This design comes from an exercise in tuning for small area, a short achievable clock period and few clock cycles per item on the open sky130 flow, not from production work.
Only simulation tests tie the RTL to the original design; equivalence was not proved.
Power is estimated from default activity; no workload was simulated.

==> flow/design.v, too long to show whole: its modules and the start of the top module <==
// module neurona_mac: 1719 lines
// module neurona_mac_fa: 10 lines
// module neurona_mac_ha: 9 lines
module neurona_mac #(
    parameter int Signo     = 1,
    parameter int Magnitud  = 7,
    parameter int Precision = 24,
    parameter int Width     = Signo + Magnitud + Precision,
    parameter int NEntradas = 4
) (
    input  logic             CLK,
    input  logic             RST,
    input  logic             Inicio,
    input  logic [Width-1:0] Sesgo,
    input  logic             EntradaValida,
    input  logic [Width-1:0] Entrada,
    input  logic [Width-1:0] Peso,
    output logic             Ocupado,
    output logic             Listo,
    output logic [Width-1:0] Salida,
    output logic             Error
);
  // ...
==> flow/flow/run.sh <==
#!/bin/bash
set -euo pipefail
MARGIN=$(cat flow/margin.txt)
bash standard.sh SETUP_SLACK_MARGIN=$MARGIN finish > orfs_make.log 2>&1
==> flow/flow/margin.txt <==
9.7
==> flow/standard.sh <==
#!/bin/bash
# synth_recipe.tcl (not shown) runs the flow's synth.tcl, then flattens the netlist and writes it again
# the make line also repeats each setting of config.mk as NAME=value (left out here)
make -C /OpenROAD-flow-scripts/flow DESIGN_CONFIG=/design/flow/config.mk WORK_HOME=/design/flow/orfs CLKGATE_MAP_FILE= SYNTH_SCRIPT=/design/flow/synth_recipe.tcl "${@:-finish}"
==> flow/config.mk <==
export PLATFORM = sky130hd
export DESIGN_NAME = neurona_mac
export DESIGN_NICKNAME = neurona_mac
export VERILOG_FILES = /design/flow/design.v
export SDC_FILE = /design/flow/constraint.sdc
export NUM_CORES = 4
export LEC_CHECK = 0
export CAP_MARGIN = 20
export CORE_MARGIN = 2
export CORE_UTILIZATION = 65
export PLACE_DENSITY = 0.75
export SLEW_MARGIN = 20
export SYNTH_HIERARCHICAL = 1
export TNS_END_PERCENT = 0
==> flow/constraint.sdc <==
create_clock -name core_clock -period 13.5 [get_ports {CLK}]
set_input_delay 2.7000 -clock core_clock [delete_from_list [all_inputs] [get_ports {CLK}]]
set_output_delay 2.7000 -clock core_clock [all_outputs]
set_load 0.01 [all_outputs]
==> run notes, run 1 <==
fraction of area in multi-input gates 70.4%; max incr delay on CP 1040 ps; r2r setup slk 9350 ps; uppermost layer routed met5; worst hold start sg1_q$_DFF_P_; Worst-Margin Slew 1160 ps; largest net degree at the start of global routing 44; type of destination of the critical path flop; CTS resizes 85; sequential cell area 0.00632 mm^2; root buf cell clkbuf_16; Leak Pwr 0.0132 uW; total negative slack 0 ps; Worst slew margin 22.8%; HPWL Detailed 65200 um; mean post-synth cell area 10.7 um^2; CP delay by family, top adder cells; TritonCTS clock tree built; WHS 328 ps; clock share of power 9.1%; status no timing/DRC/antenna violations; worst skew pair latency 560 ps; Die W 226 um; CTS sink cnt 284; synthesized cell area 0.0319 mm^2; min cycle time layout 4150 ps; Top Consumer combinational logic; sequential share of the synthesized area 19.6%; mux contribution to synthesized area 1.23%; GR Util met2 62.2%; Die Height 226 um; Top class by area multi-input combinational cells; Nets 3698; Synth Warn # 9; Filler cells 3450; buffering overhead 5.92%; max FFs per register 48; Hold Fails Final Rpt 0
Testbench counts, summed over its fixed seeds: cycles 3,584, items 512.
==> run 2: changes to the inputs <==
--- a/flow/design.v
+++ b/flow/design.v
@@ -12,36 +12,40 @@
     input  logic             EntradaValida,
     input  logic [Width-1:0] Entrada,
     input  logic [Width-1:0] Peso,
     output logic             Ocupado,
     output logic             Listo,
     output logic [Width-1:0] Salida,
     output logic             Error
 );
-    logic       ocupado_q, listo_q;
+    logic       ocupado_q, libre_q, listo_q;
     logic [2:0] cuenta_q;
     logic       v1_q, l1_q, v2_q, l2_q;
     logic       acepta, toma, fin;
-    assign acepta = Inicio && !ocupado_q;
-    assign toma   = ocupado_q && EntradaValida && !cuenta_q[2];
+    assign acepta = Inicio && libre_q;
+    assign toma   = !libre_q && EntradaValida && !cuenta_q[2];
     assign fin    = v2_q && l2_q;
     always_ff @(posedge CLK or posedge RST) begin
+        if (RST) libre_q <= 1'b1;
+        else     libre_q <= !(acepta || (!libre_q && !fin));
+    end
+    always_ff @(posedge CLK or posedge RST) begin
         if (RST) begin
             ocupado_q <= 1'b0;
             listo_q   <= 1'b0;
             cuenta_q  <= 3'd0;
             v1_q      <= 1'b0;
             l1_q      <= 1'b0;
             v2_q      <= 1'b0;
             l2_q      <= 1'b0;
         end else begin
-            ocupado_q <= acepta || (ocupado_q && !fin);
+            ocupado_q <= acepta || (!libre_q && !fin);
             listo_q   <= fin;
-            if (!ocupado_q) cuenta_q <= 3'd0;
+            if (libre_q) cuenta_q <= 3'd0;
             else if (toma) cuenta_q <= cuenta_q + 3'd1;
             v1_q <= toma;
             l1_q <= toma && (cuenta_q == 3'(NEntradas - 1));
             v2_q <= v1_q;
             l2_q <= l1_q;
         end
     end
     logic [31:0] e1_q;
@@ -52,21 +56,21 @@
     assign wx = {Peso, 1'b0};
     always_comb begin
         for (int i = 0; i < 16; i++) begin
             one_d[i] = wx[2*i+1] ^ wx[2*i];
             two_d[i] = (wx[2*i+2] & ~wx[2*i+1] & ~wx[2*i]) | (~wx[2*i+2] & wx[2*i+1] & wx[2*i]);
         end
     end
     always_ff @(posedge CLK) begin
-        e1_q   <= Entrada;
         sg1_q  <= Entrada[31] ^ Peso[31];
-        one1_q <= one_d;
-        two1_q <= two_d;
-        for (int i = 0; i < 16; i++) neg1_q[i] <= Peso[2*i+1];
+        e1_q   <= toma ? Entrada : 32'd0;
+        one1_q <= toma ? one_d : 16'd0;
+        two1_q <= toma ? two_d : 16'd0;
+        for (int i = 0; i < 16; i++) neg1_q[i] <= toma & Peso[2*i+1];
     end
     logic [15:0] onen1_q, twon1_q, negn1_q;
     always_ff @(posedge CLK) begin
         onen1_q <= ~one_d;
         twon1_q <= ~two_d;
         for (int i = 0; i < 16; i++) negn1_q[i] <= ~Peso[2*i+1];
     end
     logic [33:0] ex;
@@ -1024,34 +1028,35 @@
     wire b_hs56, b_hc56;
     neurona_mac_ha u_b_ha56 (.a(b_hc54), .b(b_fs405), .s(b_hs56), .co(b_hc56));
     wire b_hs57, b_hc57;
     neurona_mac_ha u_b_ha57 (.a(1'b1), .b(pp[15][31]), .s(b_hs57), .co(b_hc57));
     wire b_hs58, b_hc58;
     neurona_mac_ha u_b_ha58 (.a(b_hs57), .b(b_fc405), .s(b_hs58), .co(b_hc58));
     wire b_hs59, b_hc59;
     neurona_mac_ha u_b_ha59 (.a(pps15), .b(b_hc57), .s(b_hs59), .co(b_hc59));
-    wire [15:0] lo_a = {b_hc12 , b_hc11 , b_fs29 , b_hc9 , b_hc8 , b_fs15 , b_fs11 , b_hc5 , b_fs5 , b_fs3 , b_fs1 , b_fs0 , b_hc0 , neg1_q[1] , pp[0][1] , pp[0][0]};
-    wire [15:0] lo_b = {b_hs13 , b_hs12 , b_hs11 , b_hs10 , b_hs9 , b_hs8 , b_hs7 , b_hs6 , b_hs5 , b_hs4 , b_hs3 , b_hs2 , b_hs1 , b_hs0 , 1'b0 , neg1_q[0]};
-    wire [16:0] lo_s = {1'b0, lo_a} + {1'b0, lo_b};
-    wire cl_d = lo_s[16];
-    wire [63:16] r0_d = {1'b1, b_hs59, b_hs58, b_hs56, b_hs55, b_hs53, b_hs52, b_hc49, b_hs49, b_hc46, b_hc44, b_hc42, b_hc41, b_fs376, b_hc39, b_fs365, b_hc37, b_hs37, b_hc36, b_hc35, b_fc321, b_fs320, b_fs312, b_fs302, b_fs293, b_hc31, b_hs31, b_fc249, b_hs30, b_fc224, b_hs29, b_fc197, b_fs197, b_hc26, b_fc159, b_hc24, b_fs147, b_fs136, b_fs125, b_fs115, b_fs105, b_fs96, b_fs87, b_fs78, b_fc63, b_fc55, b_hc14, b_hc13};
-    wire [63:16] r1_d = {b_hc59, b_hc58, b_hc56, b_hc55, b_hc53, b_hc52, b_hc50, b_hs50, b_hc47, b_hs47, b_hs46, b_hs44, b_hs42, b_hs41, b_hs40, b_hs39, b_hs38, b_fc345, b_fc337, b_hs36, b_hs35, b_hc33, b_hs33, b_hc32, b_hs32, b_fc272, b_fs272, b_hc30, b_fs249, b_hc29, b_fs224, b_hc28, b_hc27, b_fs184, b_fs171, b_hs25, b_hc23, b_hc22, b_hc21, b_hc20, b_hc19, b_hc18, b_hs18, b_hc17, b_hs17, b_fs63, b_hs15, b_hs14};
-    wire [63:16] r2_d = {1'b0, 1'b0, 1'b0, 1'b0, 1'b0, 1'b0, 1'b0, 1'b0, 1'b0, 1'b0, 1'b0, 1'b0, 1'b0, b_hc40, 1'b0, b_hc38, 1'b0, 1'b0, b_fs345, b_fs337, 1'b0, b_fs321, b_fc303, b_fs303, b_fc283, b_fs283, b_fc261, b_fs261, b_fc237, b_fs237, b_fc211, b_fs211, b_hs28, b_hs27, b_hs26, b_fs159, b_hs24, b_hs23, b_hs22, b_hs21, b_hs20, b_hs19, b_fc79, b_fs79, 1'b0, b_hc15, 1'b0, 1'b0};
+    wire [11:0] lo_a = {b_hc8 , b_fs15 , b_fs11 , b_hc5 , b_fs5 , b_fs3 , b_fs1 , b_fs0 , b_hc0 , neg1_q[1] , pp[0][1] , pp[0][0]};
+    wire [11:0] lo_b = {b_hs9 , b_hs8 , b_hs7 , b_hs6 , b_hs5 , b_hs4 , b_hs3 , b_hs2 , b_hs1 , b_hs0 , 1'b0 , neg1_q[0]};
+    wire [12:0] lo_s = {1'b0, lo_a} + {1'b0, lo_b};
+    wire cl_d = lo_s[12];
+    wire [63:12] r0_d = {1'b1, b_hs59, b_hs58, b_hs56, b_hs55, b_hs53, b_hs52, b_hc49, b_hs49, b_hc46, b_hc44, b_hc42, b_hc41, b_fs376, b_hc39, b_fs365, b_hc37, b_hs37, b_hc36, b_hc35, b_fc321, b_fs320, b_fs312, b_fs302, b_fs293, b_hc31, b_hs31, b_fc249, b_hs30, b_fc224, b_hs29, b_fc197, b_fs197, b_hc26, b_fc159, b_hc24, b_fs147, b_fs136, b_fs125, b_fs115, b_fs105, b_fs96, b_fs87, b_fs78, b_fc63, b_fc55, b_hc14, b_hc13, b_hc12, b_hc11, b_fs29, b_hc9};
+    wire [63:12] r1_d = {b_hc59, b_hc58, b_hc56, b_hc55, b_hc53, b_hc52, b_hc50, b_hs50, b_hc47, b_hs47, b_hs46, b_hs44, b_hs42, b_hs41, b_hs40, b_hs39, b_hs38, b_fc345, b_fc337, b_hs36, b_hs35, b_hc33, b_hs33, b_hc32, b_hs32, b_fc272, b_fs272, b_hc30, b_fs249, b_hc29, b_fs224, b_hc28, b_hc27, b_fs184, b_fs171, b_hs25, b_hc23, b_hc22, b_hc21, b_hc20, b_hc19, b_hc18, b_hs18, b_hc17, b_hs17, b_fs63, b_hs15, b_hs14, b_hs13, b_hs12, b_hs11, b_hs10};
+    wire [63:12] r2_d = {1'b0, 1'b0, 1'b0, 1'b0, 1'b0, 1'b0, 1'b0, 1'b0, 1'b0, 1'b0, 1'b0, 1'b0, 1'b0, b_hc40, 1'b0, b_hc38, 1'b0, 1'b0, b_fs345, b_fs337, 1'b0, b_fs321, b_fc303, b_fs303, b_fc283, b_fs283, b_fc261, b_fs261, b_fc237, b_fs237, b_fc211, b_fs211, b_hs28, b_hs27, b_hs26, b_fs159, b_hs24, b_hs23, b_hs22, b_hs21, b_hs20, b_hs19, b_fc79, b_fs79, 1'b0, b_hc15, 1'b0, 1'b0, 1'b0, 1'b0, 1'b0, 1'b0};
     logic sg2_q, cl2_q;
-    logic [63:16] r0_q;
-    logic [63:16] r1_q;
-    logic [63:16] r2_q;
+    logic [63:12] r0_q;
+    logic [63:12] r1_q;
+    logic [63:12] r2_q;
     always_ff @(posedge CLK) begin
         sg2_q <= sg1_q;
         cl2_q <= cl_d;
         r0_q <= r0_d;
         r1_q <= r1_d;
         r2_q <= r2_d;
     end
+    localparam bit GATE = 1;
     logic [34:0] acc_q;
     logic        err_q;
     logic [31:0] salida_q;
     logic        error_q;
     wire c_hs60, c_hc60;
     neurona_mac_ha u_c_ha60 (.a(r0_q[18]), .b(r1_q[18]), .s(c_hs60), .co(c_hc60));
     wire c_hs61, c_hc61;
     neurona_mac_ha u_c_ha61 (.a(r0_q[19]), .b(r1_q[19]), .s(c_hs61), .co(c_hc61));
@@ -1138,21 +1143,21 @@
     wire c_hs75, c_hc75;
     neurona_mac_ha u_c_ha75 (.a(r0_q[60]), .b(r1_q[60]), .s(c_hs75), .co(c_hc75));
     wire c_hs76, c_hc76;
     neurona_mac_ha u_c_ha76 (.a(r0_q[61]), .b(r1_q[61]), .s(c_hs76), .co(c_hc76));
     wire c_hs77, c_hc77;
     neurona_mac_ha u_c_ha77 (.a(r0_q[62]), .b(r1_q[62]), .s(c_hs77), .co(c_hc77));
     wire c_hs78, c_hc78;
     neurona_mac_ha u_c_ha78 (.a(r0_q[63]), .b(r1_q[63]), .s(c_hs78), .co(c_hc78));
-    wire [63:16] pa = {c_hc77, c_hc76, c_hc75, c_hc74, c_hc73, c_hc72, c_hc71, c_hc70, c_hc69, c_hc68, c_hc67, c_hc66, c_hs66, c_hc65, c_hs65, c_hc64, c_hc63, c_hs63, c_fc429, c_hc62, c_hs62, c_fc427, c_fc426, c_fc425, c_fc424, c_fc423, c_fc422, c_fc421, c_fc420, c_fc419, c_fc418, c_fc417, c_fc416, c_fc415, c_fc414, c_fc413, c_fc412, c_fc411, c_fc410, c_fc409, c_fc408, c_fc407, c_fc406, c_hc61, c_hc60, r2_q[18], r0_q[17], r0_q[16]};
-    wire [63:16] pb = {c_hs78, c_hs77, c_hs76, c_hs75, c_hs74, c_hs73, c_hs72, c_hs71, c_hs70, c_hs69, c_hs68, c_hs67, c_fc432, c_fs432, c_fc431, c_fs431, c_hs64, c_fc430, c_fs430, c_fs429, c_fc428, c_fs428, c_fs427, c_fs426, c_fs425, c_fs424, c_fs423, c_fs422, c_fs421, c_fs420, c_fs419, c_fs418, c_fs417, c_fs416, c_fs415, c_fs414, c_fs413, c_fs412, c_fs411, c_fs410, c_fs409, c_fs408, c_fs407, c_fs406, c_hs61, c_hs60, r1_q[17], r1_q[16]};
-    wire        c24;
-    wire [8:0] mid_s = {1'b0, pa[23:16]} + {1'b0, pb[23:16]} + {8'd0, cl2_q};
-    assign c24 = mid_s[8];
+    wire [63:12] pa = {c_hc77, c_hc76, c_hc75, c_hc74, c_hc73, c_hc72, c_hc71, c_hc70, c_hc69, c_hc68, c_hc67, c_hc66, c_hs66, c_hc65, c_hs65, c_hc64, c_hc63, c_hs63, c_fc429, c_hc62, c_hs62, c_fc427, c_fc426, c_fc425, c_fc424, c_fc423, c_fc422, c_fc421, c_fc420, c_fc419, c_fc418, c_fc417, c_fc416, c_fc415, c_fc414, c_fc413, c_fc412, c_fc411, c_fc410, c_fc409, c_fc408, c_fc407, c_fc406, c_hc61, c_hc60, r2_q[18], r0_q[17], r0_q[16], r0_q[15], r0_q[14], r0_q[13], r0_q[12]};
+    wire [63:12] pb = {c_hs78, c_hs77, c_hs76, c_hs75, c_hs74, c_hs73, c_hs72, c_hs71, c_hs70, c_hs69, c_hs68, c_hs67, c_fc432, c_fs432, c_fc431, c_fs431, c_hs64, c_fc430, c_fs430, c_fs429, c_fc428, c_fs428, c_fs427, c_fs426, c_fs425, c_fs424, c_fs423, c_fs422, c_fs421, c_fs420, c_fs419, c_fs418, c_fs417, c_fs416, c_fs415, c_fs414, c_fs413, c_fs412, c_fs411, c_fs410, c_fs409, c_fs408, c_fs407, c_fs406, c_hs61, c_hs60, r1_q[17], r1_q[16], r1_q[15], r1_q[14], r1_q[13], r1_q[12]};
+        wire        c24;
+    wire [12:0] mid_s = {1'b0, pa[23:12]} + {1'b0, pb[23:12]} + {12'd0, cl2_q};
+        assign c24 = mid_s[12];
     wire s_hs79, s_hc79;
     neurona_mac_ha u_s_ha79 (.a(acc_q[0]), .b(pa[24]), .s(s_hs79), .co(s_hc79));
     wire s_fs433, s_fc433;
     neurona_mac_fa u_s_fa433 (.a(acc_q[1]), .b(pa[25]), .c(pb[25]), .s(s_fs433), .co(s_fc433));
     wire s_fs434, s_fc434;
     neurona_mac_fa u_s_fa434 (.a(acc_q[2]), .b(pa[26]), .c(pb[26]), .s(s_fs434), .co(s_fc434));
     wire s_fs435, s_fc435;
     neurona_mac_fa u_s_fa435 (.a(acc_q[3]), .b(pa[27]), .c(pb[27]), .s(s_fs435), .co(s_fc435));
@@ -1690,27 +1695,27 @@
     wire [34:0] smin = acc_q + 35'h780000000;
     wire [34:0] ssat = sg2_q ? smin : smax;
     wire [34:0] acc_d = povf ? ssat : sraw;
     wire        osat = !((&ssat[34:31]) || !(|ssat[34:31]));
     wire [32:0] craw = oraw ? {1'b1, sraw_neg ? 32'h80000000 : 32'h7FFFFFFF} : {1'b0, sraw[31:0]};
     wire [32:0] csat = osat ? {1'b1, ssat[34] ? 32'h80000000 : 32'h7FFFFFFF} : {1'b0, ssat[31:0]};
     wire [32:0] cfin = povf ? csat : craw;
     always_ff @(posedge CLK) begin
-        if (!ocupado_q) acc_q <= {{3{Sesgo[31]}}, Sesgo};
-        else if (v2_q) acc_q <= acc_d;
+        if (libre_q) acc_q <= {{3{Sesgo[31]}}, Sesgo};
+        else if (v2_q || GATE) acc_q <= acc_d;
     end
     always_ff @(posedge CLK or posedge RST) begin
         if (RST) begin
             err_q    <= 1'b0;
             salida_q <= 32'd0;
             error_q  <= 1'b0;
         end else begin
-            if (!ocupado_q) err_q <= 1'b0;
-            else if (v2_q) err_q <= err_q | povf;
+            if (libre_q) err_q <= 1'b0;
+            else if (v2_q || GATE) err_q <= err_q | povf;
             if (fin) begin
                 salida_q <= cfin[31:0];
                 error_q  <= err_q | povf | cfin[32];
             end
         end
     end
     assign Ocupado = ocupado_q;
     assign Listo   = listo_q;
@@ -1722,16 +1727,49 @@
     input  logic b,
     input  logic c,
     output logic s,
     output logic co
 );
     assign s  = a ^ b ^ c;
     assign co = (a & b) | (a & c) | (b & c);
 endmodule
+module neurona_mac_c42 (
+    input  logic a,
+    input  logic b,
+    input  logic c,
+    input  logic d,
+    input  logic ci,
+    output logic s,
+    output logic co,
+    output logic cy
+);
+    logic t, w;
+    assign t  = a ^ b;
+    assign w  = t ^ (c ^ d);
+    assign s  = w ^ ci;
+    assign co = t ? c : a;
+    assign cy = w ? ci : d;
+endmodule
+module neurona_mac_c32 (
+    input  logic a,
+    input  logic b,
+    input  logic c,
+    input  logic ci,
+    output logic s,
+    output logic co,
+    output logic cy
+);
+    logic t, w;
+    assign t  = a ^ b;
+    assign w  = t ^ c;
+    assign s  = w ^ ci;
+    assign co = t ? c : a;
+    assign cy = w & ci;
+endmodule
 module neurona_mac_ha (
     input  logic a,
     input  logic b,
     output logic s,
     output logic co
 );
     assign s  = a ^ b;
     assign co = a & b;
==> flow/config.mk (replaced) <==
export PLATFORM = sky130hd
export DESIGN_NAME = neurona_mac
export DESIGN_NICKNAME = neurona_mac
export VERILOG_FILES = /design/flow/design.v
export SDC_FILE = /design/flow/constraint.sdc
export NUM_CORES = 4
export LEC_CHECK = 0
export CAP_MARGIN = 20
export CORE_MARGIN = 2
export CORE_UTILIZATION = 40
export CTS_CLUSTER_DIAMETER = 100
export CTS_CLUSTER_SIZE = 30
export SLEW_MARGIN = 20
export SYNTH_HIERARCHICAL = 1
export TNS_END_PERCENT = 0
==> run notes, run 2 <==
Internal Pwr Total 1830 uW (was 5430 uW); Initial DRC Count 2914 (was 3406); core area 0.0804 mm^2 (was 0.0487 mm^2); Remaining Overflow, GRT 0 (unchanged); CP max-delay cell dfxtp_2 (unchanged); P&R area growth vs syn 10.4% (was 11.1%); Mapped Cells 3140 (was 2974); cts bufs inserted 19 (was 34); async set-reset flop share out of synthesis 15.0% (was 15.1%); Max Clock Skew 33.1 ps (was 23.2 ps); Max Fclk 246 MHz (was 241 MHz); root buf cell clkbuf_16 (unchanged); sequential cell area 0.00624 mm^2 (was 0.00632 mm^2); Die Height 289 um (was 226 um); sequential share of power 35.5% (was 12.6%); sequential share of the synthesized area 18.7% (was 19.6%); commonest non-fill, non-tap cell in the layout xnor2_1 (unchanged); number of antenna violations at the first check in global routing 3 (unchanged); antenna viol nets, final 0 (unchanged); Layout Cells excl Fill 4161 (was 3636); Nets 3837 (was 3698); FF-to-FF path depth 7 (unchanged); initial cell density of the core 40.4% (was 65.5%); Buffers on Ports 134 (unchanged); Clock Pin Slew Worst Setup and Hold Paths 110 ps (was 60 ps); area leader, netlist fa_1 (unchanged); Pins Over Slew Limit 0 (unchanged); # setup viols final 0 (unchanged); startpoint class of the critical path flop (unchanged); min-delay worst type reg -> reg (unchanged); placer congestion estimate 0.895 (was 0.949); Routed WL per cell 25.7 um (was 28.3 um); layout cell share with drive strength beyond 1 8.03% (was 9.35%); Post-synth EDFFs 0 (was 35); placed inst area 0.0346 mm^2 (was 0.0337 mm^2); top-count cell post-synth xnor2_1 (unchanged); Worst slew margin 32.7% (was 22.8%); status no timing/DRC/antenna violations (unchanged); Top cell by count, worst path fa_1 (unchanged); Total Routing Usage GR 25.5% (was 41.0%); HPWL Detailed 66800 um (was 65200 um); type of destination of the critical path flop (unchanged); most common library cells after synthesis xnor2_1, a22oi_1, fa_1 (unchanged); commonest non-fill, non-tap cells in the layout xnor2_1, a22oi_1, fa_1, dfxtp_1, ha_1 (unchanged); Hold Fails Final Rpt 0 (unchanged); combinational share of power 42.4% (was 78.3%); max FFs per register 52 (was 48); clock share of power 22.1% (was 9.1%); CTS sink cnt 293 (was 284); Biggest register r1_q (unchanged); Sw Pwr 1290 uW (was 5210 uW); Residual DRC 0 (unchanged); Synth Register Bits 293 (was 284); Critical Path RT 13920 ps (was 13900 ps); ranking of synthesized cells by area fa_1, dfxtp_1, xnor2_1, a22oi_1, ha_1 (was fa_1, xnor2_1, dfxtp_1, a22oi_1, ha_1); worst-path maximum fanout 32 (unchanged); vias after detailed routing 25.2k (was 25.6k); TritonCTS clock tree built (unchanged); I/O pin cnt 135 (unchanged); min cycle time layout 4070 ps (was 4150 ps); worst hold stages 0 (unchanged); unrepaired setup endpoints after global routing true (unchanged); wire length after detailed routing 107000 um (was 103000 um); r2r setup slk 9430 ps (was 9350 ps); number of H-tree levels 1 (was 2); row cnt 104 (was 81); Final Util 44.6% (was 72.8%); dpl cells 4095 (was 3553); vias in the first global route 26.3k (was 27.3k); Synth cell types 84 (was 74); Largest regs r1_q: 52 flops, r0_q: 51 flops, acc_q: 35 flops (was r1_q: 48 flops, r0_q: 47 flops, acc_q: 35 flops); die area 0.0835 mm^2 (was 0.0509 mm^2); Die W 289 um (was 226 um); total negative slack 0 ps (unchanged); clock buffer depth 3 (unchanged); synthesized cell area 0.0325 mm^2 (was 0.0319 mm^2); Worst-Margin Slew 1000 ps (was 1160 ps); Detailed Routing Iterations Pass 1 9 (was 10); Leak Pwr 0.0141 uW (was 0.0132 uW); Worst VDD drop 79.6 uV (was 200 uV); top cell type's share of synthesized area 29.0% (was 29.5%); Worst EP arrival 4480 ps (was 4550 ps); Max Cap Violations 0 (unchanged); max incr delay on CP 970 ps (was 1040 ps); mean post-synth cell area 10.3 um^2 (was 10.7 um^2); global-route wire length before repair 163000 um (was 158000 um); crit path cell chain a22oi_1, xnor2_1, fa_1, fa_1, fa_1, fa_1, fa_1 (unchanged); final instance area 0.0359 mm^2 (was 0.0355 mm^2); multi-input gate area in the final layout 0.0255 mm^2 (was 0.0250 mm^2); Crit Path Class reg -> reg (unchanged); sw frac 41.3% (was 49.0%); largest net degree at the start of global routing 65 (was 44); Period Utilization, post-route 30.1% (was 30.7%); Power Dens Cells 86.7 mW/mm^2 (was 300 mW/mm^2); Filler cells 7651 (was 3450); worst skew pair latency 580 ps (was 560 ps); ys flop type dfxtp_1 (unchanged); vias per cell 6.06 (was 7.04); total power 3110 uW (was 10600 uW); Synth Warn # 9 (unchanged)
==> run 2: power by group through the flow <==
stage | Combinational (uW) | Sequential (uW) | Clock (uW)
floorplan | 848 | 1090 | 0
global placement | 1180 | 1130 | 0
detailed placement | 1190 | 1130 | 0
CTS | 1300 | 1100 | 718
global route | 1470 | 1120 | 744
finish | 1320 | 1100 | 689
==> run 2: path summary, 6_finish.rpt <==
kind / start / end
worst min register to register: v1_q$_DFF_PP0_ / v2_q$_DFF_PP0_
worst min-delay path: v1_q$_DFF_PP0_ / v2_q$_DFF_PP0_
max in group asynchronous: RST / salida_q[11]$_DFFE_PP0P_
worst max register to register: two1_q[15]$_SDFF_PN0_ / r2_q[24]$_DFF_P_
min in group asynchronous: RST / salida_q[2]$_DFFE_PP0P_
worst max-delay path: two1_q[15]$_SDFF_PN0_ / r2_q[24]$_DFF_P_
==> run 2: per-module statistics from Yosys (local to each module, per instance) <==
| module | flops+latches | times used | cells inside |
|---|---|---|---|
| neurona_mac_fa | 0 | 467 | 1 |
| neurona_mac_ha | 0 | 80 | 1 |
| neurona_mac | 293 | 1 | 2593 |
==> run 2: through the flow <==
step / setup WS [ps] / hold WS (ps)
after detailed placement: 8650 / 337
after global routing: 9370 / 368
after global placement: 8660 / 332
final: 9430 / 358
after floorplan: 9710 / 310
after CTS: 9520 / 362
==> run 2: routing by layer <==
| layer | global-route usage [%] | up-vias | share of wire, % |
|---|---|---|---|
| met5 | 1.59 | - | 0.21 |
| met1 | 35.0 | 12494 | 42 |
| met4 | 7.98 | 10 | 3.6 |
| li1 | - | 10835 | - |
| met3 | 6.97 | 328 | 11 |
| met2 | 39.1 | 1554 | 43 |
==> run 2: critical path: cells and delay by family, from the launching register on <==
kind / cells / cell delay (ps)
AO/OA/AOI/OAI: 1 / 230
flip-flops: 1 / 970
adder cells (fa/ha/maj): 5 / 2470
XOR/XNOR: 1 / 200
==> run 2: logic make-up (layout without fill, tap and decap cells) <==
logic type      Yosys count  in the layout  share of synthesized area (%)
flops                   293            293                           18.7
mux                      25             25                          0.789
xor+xnor                606            606                           16.3
compound gates          778            781                           17.1
buf+inv                 329            269                           3.84
other cells               1             18                         0.0115
fa+ha+maj               650            650                           35.9
simple gates            458            459                           7.33
==> run 2: timing repair <==
| action | 4_1_cts | 5_1_grt |
|---|---|---|
| setup endpoints to repair | 186 | 177 |
| buffers inserted | 27 | 0 |
| hold buffers | 0 | 0 |
| cloned | 3 | 1 |
| pin swaps | 27 | 10 |
| resized for setup | 137 | 7 |
==> run 2: layout make-up <==
type	instances	share of cell area [%]
tap	1060	3.70
inverter	23	0.244
clock inverter	13	0.624
sequential	293	17.4
antenna	1	0.00698
timing repair buffer	212	5.52
multi-input combinational	2538	71.1
clock buffer	21	1.37
Testbench counts of run 2, summed over its fixed seeds: cycles 3,584, items 512.
==> run 3: changes to the inputs <==
--- a/flow/config.mk
+++ b/flow/config.mk
@@ -5,11 +5,10 @@
 export SDC_FILE = /design/flow/constraint.sdc
 export NUM_CORES = 4
 export LEC_CHECK = 0
+export ABC_AREA = 1
 export CAP_MARGIN = 20
 export CORE_MARGIN = 2
 export CORE_UTILIZATION = 40
-export CTS_CLUSTER_DIAMETER = 100
-export CTS_CLUSTER_SIZE = 30
 export SLEW_MARGIN = 20
 export SYNTH_HIERARCHICAL = 1
 export TNS_END_PERCENT = 0
==> run notes, run 3 <==
status no timing/DRC/antenna violations (unchanged); HPWL Detailed 72800 um (was 66800 um); dpl cells 4951 (was 4095); Power Dens Cells 214 mW/mm^2 (was 86.7 mW/mm^2); diode count 0 (was 1); global-route wire length before repair 175000 um (was 163000 um); synthesized cell area 0.0338 mm^2 (was 0.0325 mm^2); type of destination of the critical path output pin (was flop); Post-synth EDFFs 0 (unchanged); Pins Over Slew Limit 0 (unchanged); Synth cell types 48 (was 84); Die W 295 um (was 289 um); wire length after detailed routing 115000 um (was 107000 um); P&R area growth vs syn 12.7% (was 10.4%); layout cell share with drive strength beyond 1 8.25% (was 8.03%); top cell type's share of synthesized area 27.8% (was 29.0%); Hold Fails Final Rpt 0 (unchanged); initial cell density of the core 40.4% (about the same); row cnt 106 (was 104); Largest regs r1_q: 52 flops, r0_q: 51 flops, acc_q: 35 flops (unchanged); # setup viols final 0 (unchanged); ranking of synthesized cells by area fa_1, dfxtp_1, xor2_1, o22ai_1, ha_1 (was fa_1, dfxtp_1, xnor2_1, a22oi_1, ha_1); max FFs per register 52 (unchanged); core area 0.0837 mm^2 (was 0.0804 mm^2); Biggest register r1_q (unchanged); area leader, netlist fa_1 (unchanged); Critical Path RT 10800 ps (was 13920 ps); sequential share of the synthesized area 18.0% (was 18.7%); Nets 4649 (was 3837); Routed WL per cell 22.8 um (was 25.7 um); root buf cell clkbuf_16 (unchanged); CP max-delay cell dfrtp_1 (was dfxtp_2); WP buf/inv 1 (was 0); Total Routing Usage GR 26.2% (was 25.5%); most common library cells after synthesis nand2_1, xor2_1, o22ai_1 (was xnor2_1, a22oi_1, fa_1); Leak Pwr 0.0203 uW (was 0.0141 uW); sequential cell area 0.00613 mm^2 (was 0.00624 mm^2); CP delay by family, top flip-flops (was adder cells); Max Fclk 258 MHz (was 246 MHz); Layout Cells excl Fill 5061 (was 4161); Remaining Overflow, GRT 0 (unchanged); vias after detailed routing 28.9k (was 25.2k); multi-input gate area in the final layout 0.0256 mm^2 (was 0.0255 mm^2); Die Height 295 um (was 289 um); Synth Register Bits 293 (unchanged); Crit Path Class reg -> out (was reg -> reg); Clock Pin Slew Worst Setup and Hold Paths 60 ps (was 110 ps); Filler cells 8133 (was 7651); worst skew pair latency 600 ps (was 580 ps); min-delay worst type reg -> reg (unchanged); Residual DRC 0 (unchanged); Buffers on Ports 134 (unchanged); Worst-Margin Slew 854 ps (was 1000 ps); commonest non-fill, non-tap cell in the layout nand2_1 (was xnor2_1); Detailed Routing Iterations Pass 1 8 (was 9); Initial DRC Count 3092 (was 2914); Worst slew margin 43.1% (was 32.7%); cts bufs inserted 36 (was 19); cts hold-fix bufs 0 (unchanged); Period Utilization, post-route 28.7% (was 30.1%); number of antenna violations at the first check in global routing 0 (was 3); worst-path maximum fanout 2 (was 32); async set-reset flop share out of synthesis 15.0% (unchanged); total negative slack 0 ps (unchanged); Synth Warn # 9 (unchanged); CTS sink cnt 293 (unchanged); ys flop type dfxtp_1 (unchanged); TritonCTS clock tree built (unchanged); largest net degree at the start of global routing 73 (was 65); vias per cell 5.71 (was 6.06); Worst VDD drop 205 uV (was 79.6 uV); mean post-synth cell area 8.68 um^2 (was 10.3 um^2); I/O pin cnt 135 (unchanged); Max Clock Skew 49.3 ps (was 33.1 ps); vias in the first global route 29.0k (was 26.3k); min cycle time layout 3880 ps (was 4070 ps); Worst EP arrival 1180 ps (was 4480 ps); antenna viol nets, final 0 (unchanged); crit path cell chain clkdlybuf4s15_1 (was a22oi_1, xnor2_1, fa_1, fa_1, fa_1, fa_1, fa_1); number of H-tree levels 2 (was 1); max incr delay on CP 380 ps (was 970 ps); clock buffer depth 3 (unchanged); die area 0.0869 mm^2 (was 0.0835 mm^2); commonest non-fill, non-tap cells in the layout nand2_1, xor2_1, o22ai_1, fa_1, inv_1 (was xnor2_1, a22oi_1, fa_1, dfxtp_1, ha_1); unrepaired setup endpoints after global routing true (unchanged); Max Cap Violations 0 (unchanged); top-count cell post-synth nand2_1 (was xnor2_1); placer congestion estimate 0.940 (was 0.895); Mapped Cells 3897 (was 3140); startpoint class of the critical path flop (unchanged)
==> run 3: cell types whose count changed after synthesis, sizes merged, moves of 141 or more <==
cell   before  now
a22oi     501    0
xnor2     560   24
o22ai       0  495
inv        22  338
nand2     135  571
xor2       46  544
nor2      101  242
==> run 3: report_power, final <==
| part | internal [uW] | switching [uW] |
|---|---|---|
| registers | 1100 | 212 |
| clock network | 637 | 424 |
| logic | 2010 | 3770 |
==> run 3: kinds of logic (layout without fill, tap and decap cells) <==
group | after synthesis | after routing | synth area share [%]
AOI/OAI and AO/OA | 706 | 706 | 12.7
xor gates and xnor gates | 568 | 568 | 14.7
adders and majority gates | 650 | 650 | 34.5
buffers and inverters | 650 | 661 | 7.44
DFF | 293 | 293 | 18.0
other | 1 | 17 | 0.0111
and+or+nand+nor | 1029 | 1032 | 12.7
==> run 3: cell type report <==
class                      instances  share of cell area (%)
timing repair buffer             250                    5.99
multi-input combinational       2973                    67.2
timing repair inverter             4                  0.0788
clock buffer                      48                    2.78
clock inverter                    18                   0.640
tap                             1134                    3.72
sequential                       293                    16.1
inverter                         341                    3.48
==> run 3: Yosys stat by module (local to each module, per instance) <==
module          flops+latches  cells inside  area (um^2)
neurona_mac               293          3350        23500
neurona_mac_fa              0             1         20.0
neurona_mac_ha              0             1         12.5
==> run 3: repair_timing <==
action | in CTS | in global routing
cloned | 4 | 4
pin swaps | 0 | 12
buffers inserted | 17 | 18
endpoints found under the hold margin | 0 | 0
endpoints found under the setup margin | 253 | 213
gates resized for setup | 63 | 179
==> run 3: layer usage <==
layer  routed length [um]  global-route usage (%)  vias up
met5                    0                       0        -
met4                 5700                    11.9        0
met3                14500                    8.36      441
met2                47700                    38.3     1891
met1                47200                    35.0    13735
li1                     -                       -    12834
==> run 3: worst paths after layout <==
check,depth (start not counted),endpoint,slack (ps),start
max in group asynchronous,2,ocupado_q$_DFF_PP0_,10430,RST
min in group asynchronous,2,salida_q[15]$_DFFE_PP0P_,2590,RST
max,1,Salida[14],9620,salida_q[14]$_DFFE_PP0P_
min reg2reg,0,v2_q$_DFF_PP0_,350,v1_q$_DFF_PP0_
max reg2reg,9,r2_q[20]$_DFF_P_,9620,two1_q[13]$_SDFF_PN0_
min,0,v2_q$_DFF_PP0_,350,v1_q$_DFF_PP0_
==> run 3: stage by stage <==
stage               hold WS (ps)  power [uW]  setup WS (ps)  area, um^2  util [%]
finish                       354        8160           9620       38100      45.5
global route                 364        8940           9560       38100      45.5
CTS                          356        7550           9510       37600      44.9
detailed placement           343        6410           8860       36000      43.1
global placement             333        6360           8910       36000      43.1
floorplan                    310        5160           9770       33900         -
==> run 4: changes to the inputs <==
--- a/flow/config.mk
+++ b/flow/config.mk
@@ -5,7 +5,6 @@
 export SDC_FILE = /design/flow/constraint.sdc
 export NUM_CORES = 4
 export LEC_CHECK = 0
-export ABC_AREA = 1
 export CAP_MARGIN = 20
 export CORE_MARGIN = 2
 export CORE_UTILIZATION = 40
==> run notes, run 4 <==
Pins Over Slew Limit 0 (unchanged); WP buf/inv 3 (was 1); vias in the first global route 26.4k (was 29.0k); top cell type's share of synthesized area 29.0% (was 27.8%); Max Fclk 249 MHz (was 258 MHz); Leak Pwr 0.0144 uW (was 0.0203 uW); final instance area 0.0365 mm^2 (was 0.0381 mm^2); Period Utilization, post-route 29.7% (was 28.7%); Clock Pin Slew Worst Setup and Hold Paths 60 ps (about the same); Detailed Routing Iterations Pass 1 9 (was 8); Synth Warn # 9 (unchanged); Synth cell types 84 (was 48); placer congestion estimate 0.895 (was 0.940); Critical Path RT 13960 ps (was 10800 ps); type of destination of the critical path flop (was output pin); layout cell share with drive strength beyond 1 8.77% (was 8.25%); antenna viol nets, final 0 (unchanged); top-count cell post-synth xnor2_1 (was nand2_1); crit path cell chain fa_1, fa_1, ha_4, a21o_1, a31o_1, a21o_1, o311ai_4, buf_6, o32a_4, a31o_4, buf_4, a21oi_4, buf_12, nand2_1, a31oi_1 (was clkdlybuf4s15_1); clock buffer depth 3 (unchanged); Max Cap Violations 0 (unchanged); unrepaired setup endpoints after global routing true (unchanged); area leader, netlist fa_1 (unchanged); Largest regs r1_q: 52 flops, r0_q: 51 flops, acc_q: 35 flops (unchanged); async set-reset flop share out of synthesis 15.0% (unchanged); vias after detailed routing 25.4k (was 28.9k); max FFs per register 52 (unchanged); status no timing/DRC/antenna violations (unchanged); ys flop type dfxtp_1 (unchanged); Remaining Overflow, GRT 0 (unchanged); Max Clock Skew 55.9 ps (was 49.3 ps); global-route wire length before repair 164000 um (was 175000 um); Biggest register r1_q (unchanged); max incr delay on CP 580 ps (was 380 ps); ranking of synthesized cells by area fa_1, dfxtp_1, xnor2_1, a22oi_1, ha_1 (was fa_1, dfxtp_1, xor2_1, o22ai_1, ha_1); Post-synth EDFFs 0 (unchanged); commonest non-fill, non-tap cell in the layout xnor2_1 (was nand2_1); number of H-tree levels 2 (unchanged); CTS sink cnt 293 (unchanged); I/O pin cnt 135 (unchanged); Worst-Margin Slew 856 ps (was 854 ps); Nets 3847 (was 4649); CP max-delay cell fa_1 (was dfrtp_1); Die Height 289 um (was 295 um); # setup viols final 0 (unchanged); WHS 349 ps (was 354 ps); die area 0.0835 mm^2 (was 0.0869 mm^2); core area 0.0804 mm^2 (was 0.0837 mm^2); min cycle time layout 4010 ps (was 3880 ps); initial cell density of the core 40.4% (about the same); startpoint class of the critical path flop (unchanged); worst-path maximum fanout 11 (was 2); min-delay worst type reg -> reg (unchanged); Residual DRC 0 (unchanged); commonest non-fill, non-tap cells in the layout xnor2_1, a22oi_1, fa_1, dfxtp_1, ha_1 (was nand2_1, xor2_1, o22ai_1, fa_1, inv_1); Buffers on Ports 134 (unchanged); vias per cell 6.06 (was 5.71); setup ws final 9490 ps (was 9620 ps); number of antenna violations at the first check in global routing 3 (was 0); Power Dens Cells 96.5 mW/mm^2 (was 214 mW/mm^2); wire length after detailed routing 108000 um (was 115000 um); Routed WL per cell 25.8 um (was 22.8 um); Final Util 45.4% (was 45.5%); Total Routing Usage GR 25.8% (was 26.2%); sequential share of the synthesized area 18.7% (was 18.0%); most common library cells after synthesis xnor2_1, a22oi_1, fa_1 (was nand2_1, xor2_1, o22ai_1); cts hold-fix bufs 0 (unchanged); Setup Slack @ Placement 8650 ps (was 8860 ps); cts bufs inserted 38 (was 36); Worst VDD drop 78.4 uV (was 205 uV); mean post-synth cell area 10.3 um^2 (was 8.68 um^2); row cnt 104 (was 106); Initial DRC Count 2956 (was 3092); Worst slew margin 42.9% (was 43.1%); Filler cells 7562 (was 8133); Hold Fails Final Rpt 0 (unchanged); Synth Register Bits 293 (unchanged); Crit Path Class reg -> reg (was reg -> out); synthesized cell area 0.0325 mm^2 (was 0.0338 mm^2); Die W 289 um (was 295 um); placed inst area 0.0346 mm^2 (was 0.0360 mm^2); total negative slack 0 ps (unchanged); largest net degree at the start of global routing 65 (was 73); TritonCTS clock tree built (unchanged); Mapped Cells 3140 (was 3897); HPWL Detailed 66800 um (was 72800 um); P&R area growth vs syn 12.4% (was 12.7%); worst skew pair latency 600 ps (about the same); CP delay by family, top compound AO/OA/AOI/OAI gates (was flip-flops); Worst EP arrival 4480 ps (was 1180 ps); root buf cell clkbuf_16 (unchanged)
run 4: cell count changes in the layout (fill, tap and decap cells not counted), moves of 137 or more:
cell     delta
a22oi_1   +501
inv_1     -292
nand2_1   -416
nand3_1   -138
nor2_1    -137
o22ai_1   -494
xnor2_1   +536
xor2_1    -498
run 4: timing repair:
item                                    CTS  global route
resized for setup                        92            45
endpoints found under the setup margin  179           200
gates cloned                              2             2
pin swaps                                21            35
buffers inserted                         11             6
run 4: worst register-to-register path, stage by stage (launching register included):
cell      delay [ps]
dfxtp_2          320
fa_1             580
fa_1             470
ha_4             310
a21o_1           150
a31o_1           200
a21o_1           200
o311ai_4         110
buf_6            160
o32a_4           370
a31o_4           250
buf_4            150
a21oi_4          250
buf_12           170
nand2_1           60
a31oi_1          170
run 4: worst paths after layout:
path	startpoint	end	slack [ps]	cells after the start
worst min-delay path	v1_q$_DFF_PP0_	v2_q$_DFF_PP0_	350	0
worst max-delay path	r1_q[25]$_DFF_P_	salida_q[6]$_DFFE_PP0P_	9490	15
worst min register to register	v1_q$_DFF_PP0_	v2_q$_DFF_PP0_	350	0
max in group asynchronous	RST	salida_q[3]$_DFFE_PP0P_	10420	2
min in group asynchronous	RST	salida_q[13]$_DFFE_PP0P_	2580	2
worst max register to register	r1_q[25]$_DFF_P_	salida_q[6]$_DFFE_PP0P_	9490	15
run 4: kinds of logic after synthesis:
group | after synthesis | share of synthesized area (%)
muxes | 25 | 0.789
and+or+nand+nor | 458 | 7.33
buffers and inverters | 329 | 3.84
xor gates and xnor gates | 606 | 16.3
other | 1 | 0.0115
AOI/OAI and AO/OA | 778 | 17.1
adders and majority gates | 650 | 35.9
DFF | 293 | 18.7
run 4: modules after synthesis, one instance, submodules excluded:
| module | area, um^2 | times used |
|---|---|---|
| neurona_mac_fa | 20.0 | 467 |
| neurona_mac_ha | 12.5 | 80 |
| neurona_mac | 22100 | 1 |
run 4: area by class of cell:
class	count	area, um^2	share of cell area, %
Multi-Input combinational cell	2537	25600	70.0
Sequential cell	293	6250	17.1
Timing Repair Buffer	204	1930	5.28
Tap cell	1060	1330	3.63
Clock buffer	54	1170	3.19
Clock inverter	14	184	0.504
Inverter	23	87.6	0.240
Antenna cell	1	2.50	0.00685
run 4: where the power goes:
part / internal [uW] / leakage (uW) / switching, uW
Clock: 650 / 0.000655 / 432
Combinational: 578 / 0.0112 / 758
Sequential: 956 / 0.00256 / 149
Total: 2180 / 0.0144 / 1340
run 4: per-layer routing:
layer / track usage [%] / vias to the layer above / wire [um]
li1: - / 10867 / -
met1: 35.0 / 12522 / 44400
met2: 39.1 / 1631 / 46700
met3: 7.41 / 341 / 12900
met4: 8.78 / 12 / 3910
met5: 2.10 / - / 294
run 4: through the flow:
stage,cells,total power (uW)
2_1_floorplan,3156,1940
3_3_place_gp,4095,2310
3_5_place_dp,4095,2310
4_1_cts,4176,3480
5_1_grt,4185,3750
6_report,4186,3520
==> run 5: changes to the inputs <==
==> flow/flow/run.sh (replaced) <==
#!/bin/bash
set -euo pipefail
MARGIN=$(cat flow/margin.txt)
bash standard.sh SETUP_SLACK_MARGIN=$MARGIN \
  "BUFFER_PORTS_ARGS=-buffer_cell sky130_fd_sc_hd__buf_4" \
  MATCH_CELL_FOOTPRINT=0 finish > orfs_make.log 2>&1
==> run notes, run 5 <==
status no timing/DRC/antenna violations (unchanged); Period Utilization, post-route 31.0% (was 29.7%); # setup viols final 0 (unchanged); Worst path depth 7 (was 15); CP max-delay cell dfxtp_2 (was fa_1); Synth cell types 84 (unchanged); initial cell density of the core 40.4% (unchanged); Synth Register Bits 293 (unchanged); Crit Path Class reg -> reg (unchanged); Residual DRC 0 (unchanged); Largest regs r1_q: 52 flops, r0_q: 51 flops, acc_q: 35 flops (unchanged); HPWL Detailed 66800 um (about the same); synthesized cell area 0.0325 mm^2 (unchanged); row cnt 104 (unchanged); Leak Pwr 0.0144 uW (about the same); ys flop type dfxtp_1 (unchanged); root buf cell clkbuf_16 (unchanged); Top cell by count, worst path fa_1; Routed WL per cell 26.0 um (was 25.8 um); worst hold stages 0 (unchanged); max incr delay on CP 1040 ps (was 580 ps); top cell type's share of synthesized area 29.0% (unchanged); Worst EP arrival 4680 ps (was 4480 ps); WP buf/inv 0 (was 3); Hold Fails Final Rpt 0 (unchanged); type of destination of the critical path flop (unchanged); Max Cap Violations 0 (unchanged); sequential share of the synthesized area 18.7% (unchanged); worst skew pair latency 600 ps (about the same); worst-path maximum fanout 32 (was 11); largest net degree at the start of global routing 50 (was 65); core area 0.0804 mm^2 (unchanged); die area 0.0835 mm^2 (unchanged); Total Routing Usage GR 25.9% (was 25.8%); total negative slack 0 ps (unchanged); ranking of synthesized cells by area fa_1, dfxtp_1, xnor2_1, a22oi_1, ha_1 (unchanged); Post-synth EDFFs 0 (unchanged); Synth Warn # 9 (unchanged); TritonCTS clock tree built (unchanged); Clock Pin Slew Worst Setup and Hold Paths 60 ps (about the same); FF-to-FF path depth 7 (was 15); crit path cell chain a22oi_1, xnor2_1, fa_1, fa_1, fa_1, fa_1, fa_1 (was fa_1, fa_1, ha_4, a21o_1, a31o_1, a21o_1, o311ai_4, buf_6, o32a_4, a31o_4, buf_4, a21oi_4, buf_12, nand2_1, a31oi_1); Setup Slack @ Placement 9010 ps (was 8650 ps); I/O pin cnt 135 (unchanged); Critical Path RT 13990 ps (was 13960 ps); P&R area growth vs syn 10.6% (was 12.4%); vias after detailed routing 25.3k (was 25.4k); unrepaired setup endpoints after global routing true (unchanged); async set-reset flop share out of synthesis 15.0% (unchanged); placer congestion estimate 0.882 (was 0.895); vias in the first global route 26.1k (was 26.4k); Worst slew margin 27.9% (was 42.9%); most common library cells after synthesis xnor2_1, a22oi_1, fa_1 (unchanged); layout cell share with drive strength beyond 1 12.3% (was 8.77%); cts bufs inserted 37 (was 38); min cycle time layout 4190 ps (was 4010 ps); mean post-synth cell area 10.3 um^2 (unchanged); Remaining Overflow, GRT 0 (unchanged); max FFs per register 52 (unchanged); Nets 3832 (was 3847); r2r setup slk 9310 ps (was 9490 ps); antenna viol nets, final 0 (unchanged); Biggest register r1_q (unchanged); commonest non-fill, non-tap cell in the layout xnor2_1 (unchanged); Max Clock Skew 39.6 ps (was 55.9 ps); vias per cell 6.07 (was 6.06); Buffers on Ports 134 (unchanged); Die Height 289 um (unchanged); CTS sink cnt 293 (unchanged); number of antenna violations at the first check in global routing 3 (unchanged); Mapped Cells 3140 (unchanged); startpoint class of the critical path flop (unchanged); Filler cells 7718 (was 7562); setup ws final 9310 ps (was 9490 ps); number of H-tree levels 2 (unchanged); Detailed Routing Iterations Pass 1 7 (was 9); Die W 289 um (unchanged); wire length after detailed routing 108000 um (about the same); commonest non-fill, non-tap cells in the layout xnor2_1, a22oi_1, fa_1, dfxtp_1, buf_4 (was xnor2_1, a22oi_1, fa_1, dfxtp_1, ha_1); min-delay worst type reg -> reg (unchanged); global-route wire length before repair 164000 um (about the same); area leader, netlist fa_1 (unchanged); top-count cell post-synth xnor2_1 (unchanged); Worst-Margin Slew 1080 ps (was 856 ps); Worst VDD drop 83.1 uV (was 78.4 uV); Max Fclk 239 MHz (was 249 MHz); Initial DRC Count 2583 (was 2956); diode count 0 (was 1); CP delay by family, top adder cells (was compound AO/OA/AOI/OAI gates); clock buffer depth 3 (unchanged); Power Dens Cells 96.6 mW/mm^2 (was 96.5 mW/mm^2); Pins Over Slew Limit 0 (unchanged)
[run 5: metrics by stage]
| step | utilization [%] | cells | hold slack (ps) | power, uW | cell area, um^2 |
|---|---|---|---|---|---|
| floorplan | - | 3156 | 310 | 1940 | 32600 |
| finish | 44.7 | 4171 | 345 | 3470 | 35900 |
| global route | 44.7 | 4171 | 350 | 3690 | 35900 |
| detailed placement | 42.5 | 4089 | 335 | 2300 | 34200 |
| global placement | 42.5 | 4089 | 333 | 2290 | 34200 |
| CTS | 44.6 | 4169 | 347 | 3480 | 35900 |
[run 5: cell type report]
class                      instances  area [um^2]  area share, %
timing repair buffer             190         1500           4.17
multi-input combinational       2537        25500           70.8
sequential                       293         6230           17.3
tap                             1060         1330           3.69
clock inverter                    22          313          0.870
clock buffer                      46         1030           2.87
inverter                          23         86.3          0.240
[run 5: modules after synthesis, one instance, submodules excluded]
module | times used | area (um^2) | cells inside | flops+latches
neurona_mac | 1 | 22100 | 2593 | 293
neurona_mac_fa | 467 | 20.0 | 1 | 0
neurona_mac_ha | 80 | 12.5 | 1 | 0
[run 5: power breakdown]
part           switching [uW]  total [uW]  internal [uW]
combinational             732        1270            537
sequential                152        1110            957
clock                     443        1090            651
total                    1330        3470           2140
[run 5: cells by family (layout without fill, tap and decap cells)]
logic type / Yosys count / in the layout / share of synthesized area (%)
flops: 293 / 293 / 18.7
buf+inv: 329 / 281 / 3.84
mux: 25 / 25 / 0.789
other cells: 1 / 17 / 0.0115
compound gates: 778 / 781 / 17.1
xor+xnor: 606 / 606 / 16.3
simple gates: 458 / 458 / 7.33
fa+ha+maj: 650 / 650 / 35.9
[run 5: timing repair]
action                                 in CTS  in global routing
pin swaps                                  19                  0
setup endpoints to repair                 127                221
buffers inserted                            9                  0
hold buffers                                0                  0
endpoints found under the hold margin       0                  0
gates resized for setup                    49                  7
cloned                                      3                  0
[run 5: final timing paths]
| kind | start | endpoint |
|---|---|---|
| worst max-delay path | two1_q[11]$_SDFF_PN0_ | r2_q[24]$_DFF_P_ |
| worst min-delay path | v1_q$_DFF_PP0_ | v2_q$_DFF_PP0_ |
| worst max register to register | two1_q[11]$_SDFF_PN0_ | r2_q[24]$_DFF_P_ |
| worst min register to register | v1_q$_DFF_PP0_ | v2_q$_DFF_PP0_ |
| max in group asynchronous | RST | libre_q$_DFF_PP1_ |
| min in group asynchronous | RST | salida_q[9]$_DFFE_PP0P_ |
[run 5: per-layer routing]
layer | track usage [%] | up-vias | part of all wire [%] | wire (um)
li1 | - | 10833 | - | -
met1 | 35.9 | 12507 | 42 | 45900
met2 | 38.1 | 1634 | 42 | 45400
met3 | 8.32 | 327 | 12 | 13100
met4 | 8.69 | 8 | 3.6 | 3930
met5 | 0.227 | - | 0.055 | 60
==> run 6: changes to the inputs <==
==> flow/flow/run.sh (replaced) <==
#!/bin/bash
set -euo pipefail
MARGIN=$(cat flow/margin.txt)
bash standard.sh SETUP_SLACK_MARGIN=$MARGIN \
  "BUFFER_PORTS_ARGS=-buffer_cell sky130_fd_sc_hd__buf_4" \
  finish > orfs_make.log 2>&1
--- a/flow/config.mk
+++ b/flow/config.mk
@@ -10,4 +10,4 @@
 export CORE_UTILIZATION = 40
 export SLEW_MARGIN = 20
 export SYNTH_HIERARCHICAL = 1
-export TNS_END_PERCENT = 0
+export TNS_END_PERCENT = 10
==> run notes, run 6 <==
status no timing/DRC/antenna violations (unchanged); number of H-tree levels 2 (unchanged); Largest regs r1_q: 52 flops, r0_q: 51 flops, acc_q: 35 flops (unchanged); Crit Path Class reg -> reg (unchanged); Synth Area in Compound Gates 17.1% (unchanged); sequential share of the synthesized area 18.7% (unchanged); cts bufs inserted 37 (unchanged); unrepaired setup endpoints after global routing true (unchanged); Leak Pwr 0.0149 uW (was 0.0144 uW); global-route wire length before repair 164000 um (unchanged); Layout Cells excl Fill 4217 (was 4171); largest family of logic cells by synthesized area adder cells (unchanged); placer congestion estimate 0.882 (unchanged); type of destination of the critical path flop (unchanged); Die W 289 um (unchanged); Max Clock Skew 48.1 ps (was 39.6 ps); Synth cell types 84 (unchanged); synthesized cell area 0.0325 mm^2 (unchanged); die area 0.0835 mm^2 (unchanged); Total Routing Usage GR 25.9% (unchanged); Remaining Overflow, GRT 0 (unchanged); Clock Pin Slew Worst Setup and Hold Paths 60 ps (about the same); Hold Fails Final Rpt 0 (unchanged); commonest non-fill, non-tap cell in the layout xnor2_1 (unchanged); Synth Warn # 9 (unchanged); worst-path maximum fanout 8 (was 32); Synth Area in Adders 35.9% (unchanged); Pins Over Slew Limit 0 (unchanged); reg2reg start r2_q[19]$_DFF_P_ (was two1_q[11]$_SDFF_PN0_); Detailed Routing Iterations Pass 1 7 (unchanged); crit path from r2_q[19]$_DFF_P_ (was two1_q[11]$_SDFF_PN0_); Post-synth EDFFs 0 (unchanged); most common library cells after synthesis xnor2_1, a22oi_1, fa_1 (unchanged); Worst-Margin Slew 751 ps (was 1080 ps); mux contribution to synthesized area 0.789% (unchanged); vias in the first global route 26.1k (about the same); # setup viols final 0 (unchanged); I/O pin cnt 135 (unchanged); antenna viol nets, final 0 (unchanged); Mapped Cells 3140 (unchanged); Biggest register r1_q (unchanged); Period Utilization, post-route 29.9% (was 31.0%); min-delay worst type reg -> reg (unchanged); initial cell density of the core 40.4% (unchanged); layout cell share with drive strength beyond 1 13.5% (was 12.3%); Worst slew margin 50.0% (was 27.9%); mean post-synth cell area 10.3 um^2 (unchanged); Die Height 289 um (unchanged); number of antenna violations at the first check in global routing 3 (unchanged); cts hold-fix bufs 0 (unchanged); ranking of synthesized cells by area fa_1, dfxtp_1, xnor2_1, a22oi_1, ha_1 (unchanged); core area 0.0804 mm^2 (unchanged); top-count cell post-synth xnor2_1 (unchanged); startpoint class of the critical path flop (unchanged); CTS sink cnt 293 (unchanged); Nets 3873 (was 3832); worst skew pair latency 600 ps (about the same); Worst EP arrival 4540 ps (was 4680 ps); Routed WL per cell 27.7 um (was 26.0 um); row cnt 104 (unchanged); worst hold start v1_q$_DFF_PP0_ (unchanged); Buffers on Ports 134 (unchanged); area leader, netlist fa_1 (unchanged); Max Fclk 248 MHz (was 239 MHz); Critical Path RT 14000 ps (was 13990 ps); P&R area growth vs syn 14.5% (was 10.6%); HPWL Detailed 66800 um (unchanged); vias per cell 6.17 (was 6.07); largest net degree at the start of global routing 50 (unchanged); Residual DRC 0 (unchanged); ys flop type dfxtp_1 (unchanged); max FFs per register 52 (unchanged); simple-gate share of the synthesized area 7.33% (unchanged); wire length after detailed routing 117000 um (was 108000 um); Synth Register Bits 293 (unchanged); total negative slack 0 ps (unchanged); dpl cells 4089 (unchanged); commonest non-fill, non-tap cells in the layout xnor2_1, a22oi_1, fa_1, dfxtp_1, ha_1 (was xnor2_1, a22oi_1, fa_1, dfxtp_1, buf_4); Synth Area in XOR/XNOR 16.3% (unchanged); Max Cap Violations 0 (unchanged); Power Dens Cells 93.5 mW/mm^2 (was 96.6 mW/mm^2); vias after detailed routing 26.0k (was 25.3k); min cycle time layout 4030 ps (was 4190 ps); TritonCTS clock tree built (unchanged); clock buffer depth 3 (unchanged); async set-reset flop share out of synthesis 15.0% (unchanged); Initial DRC Count 3286 (was 2583); top cell type's share of synthesized area 29.0% (unchanged); Worst VDD drop 83.5 uV (was 83.1 uV); root buf cell clkbuf_16 (unchanged)
[run 6: changes by cell type in the layout (fill, tap and decap cells not counted), sizes merged]
cell    before  now
buf        190  228
diode        0    5
clkbuf      46   49
[run 6: power by group]
part           total [uW]  switching [uW]  internal [uW]
Sequential           1110             152            954
Combinational        1280             737            541
Clock                1100             446            651
[run 6: area by class of cell]
type / instances / area (um^2)
Clock buffer: 46 / 1030
Fill cell: 7558 / 43200
Timing Repair Buffer: 231 / 2670
Multi-Input combinational cell: 2537 / 25500
Inverter: 23 / 86.3
Sequential cell: 293 / 6260
Clock inverter: 22 / 313
Tap cell: 1060 / 1330
Antenna cell: 5 / 12.5
[run 6: stage by stage]
step                setup WS [ps]  utilization (%)  area [um^2]  hold WS [ps]  power, uW
floorplan                    9710                -        32600           310       1940
detailed placement           9010             42.5        34200           335       2300
global placement             8850             42.5        34200           333       2290
finish                       9470             46.3        37200           345       3480
CTS                          9470             44.6        35900           347       3480
global route                 9300             46.2        37200           350       3700
[run 6: Yosys stat by module, one instance, submodules excluded]
module,cells inside,flops+latches,copies in the design
neurona_mac_ha,1,0,80
neurona_mac,2593,293,1
neurona_mac_fa,1,0,467
[run 6: path summary, 6_finish.rpt]
path                            slack, ps                        to  cells past startpoint
worst min register to register        340            v2_q$_DFF_PP0_                      0
worst max-delay path                 9470  salida_q[29]$_DFFE_PP0P_                     13
min in group asynchronous            2150   salida_q[9]$_DFFE_PP0P_                      2
worst min-delay path                  340            v2_q$_DFF_PP0_                      0
max in group asynchronous           10770         libre_q$_DFF_PP1_                      3
worst max register to register       9470  salida_q[29]$_DFFE_PP0P_                     13
[run 6: logic make-up (layout without fill, tap and decap cells)]
logic type / after synthesis / in the layout
buf+inv: 329 / 322
simple gates: 458 / 458
mux: 25 / 25
flops: 293 / 293
xor+xnor: 606 / 606
other cells: 1 / 22
compound gates: 778 / 781
fa+ha+maj: 650 / 650
[run 6: repair_timing]
item                                    in CTS  in global routing
pin swaps                                   19                  8
cloned                                       3                  1
buffers inserted                             9                 40
endpoints found under the setup margin     127                221
gates resized for setup                     49                 73
[run 6: per-layer routing]
layer / part of all wire (%) / GRT usage [%] / up-vias
met1: 40 / 35.9 / 12800
met3: 13 / 8.32 / 412
met5: 0.18 / 0.227 / -
li1: - / - / 10930
met4: 4.9 / 8.69 / 10
met2: 41 / 38.1 / 1852
[run 6: worst max-delay path: stages, from the launching register on]
cell and delay (ps):
dfxtp_2 320, fa_1 580, fa_1 470, ha_4 310, and4_4 240, and2_4 140
a211o_1 130, o311ai_4 120, buf_12 170, o32a_4 400, a31o_4 230, and2_4 180
or4_1 470, a31oi_1 180

separate check: timing with driven ports:
How much do the figures lean on ideal ports? The routed layouts below were timed once more, with nothing changed but the port constraints.
Step 1, drivers: a clkbuf_16 drives CLK and a buf_2 each remaining input, both assumed.
Step 2 also shifts input and output timing later by t, the mid clock arrival at the registers, as if the neighbouring blocks saw the same clock.
Slacks: no drivers / after step 1 / after step 2; pairs: no drivers / after step 1.
run	shift t [ns]	setup slack, ns	worst setup path after step 2	clock arrival spread, ns
run 1	0.610	9.354 / 9.354 / 9.354	register to register	0.023 / 0.024
run 2	0.628	9.435 / 9.435 / 8.900	input to register	0.033 / 0.034
run 3	0.643	9.624 / 9.558 / 9.091	input to register	0.050 / 0.049
run 4	0.637	9.486 / 9.464 / 8.939	input to register	0.056 / 0.056
run 5	0.643	9.313 / 9.313 / 9.015	input to register	0.040 / 0.041
run 6	0.647	9.468 / 9.468 / 9.014	input to register	0.049 / 0.049
After both steps every run listed still meets setup and hold. For run 4, which loses most, drivers alone change the setup slack by -0.022 ns; drivers and shift together by -0.547 ns.
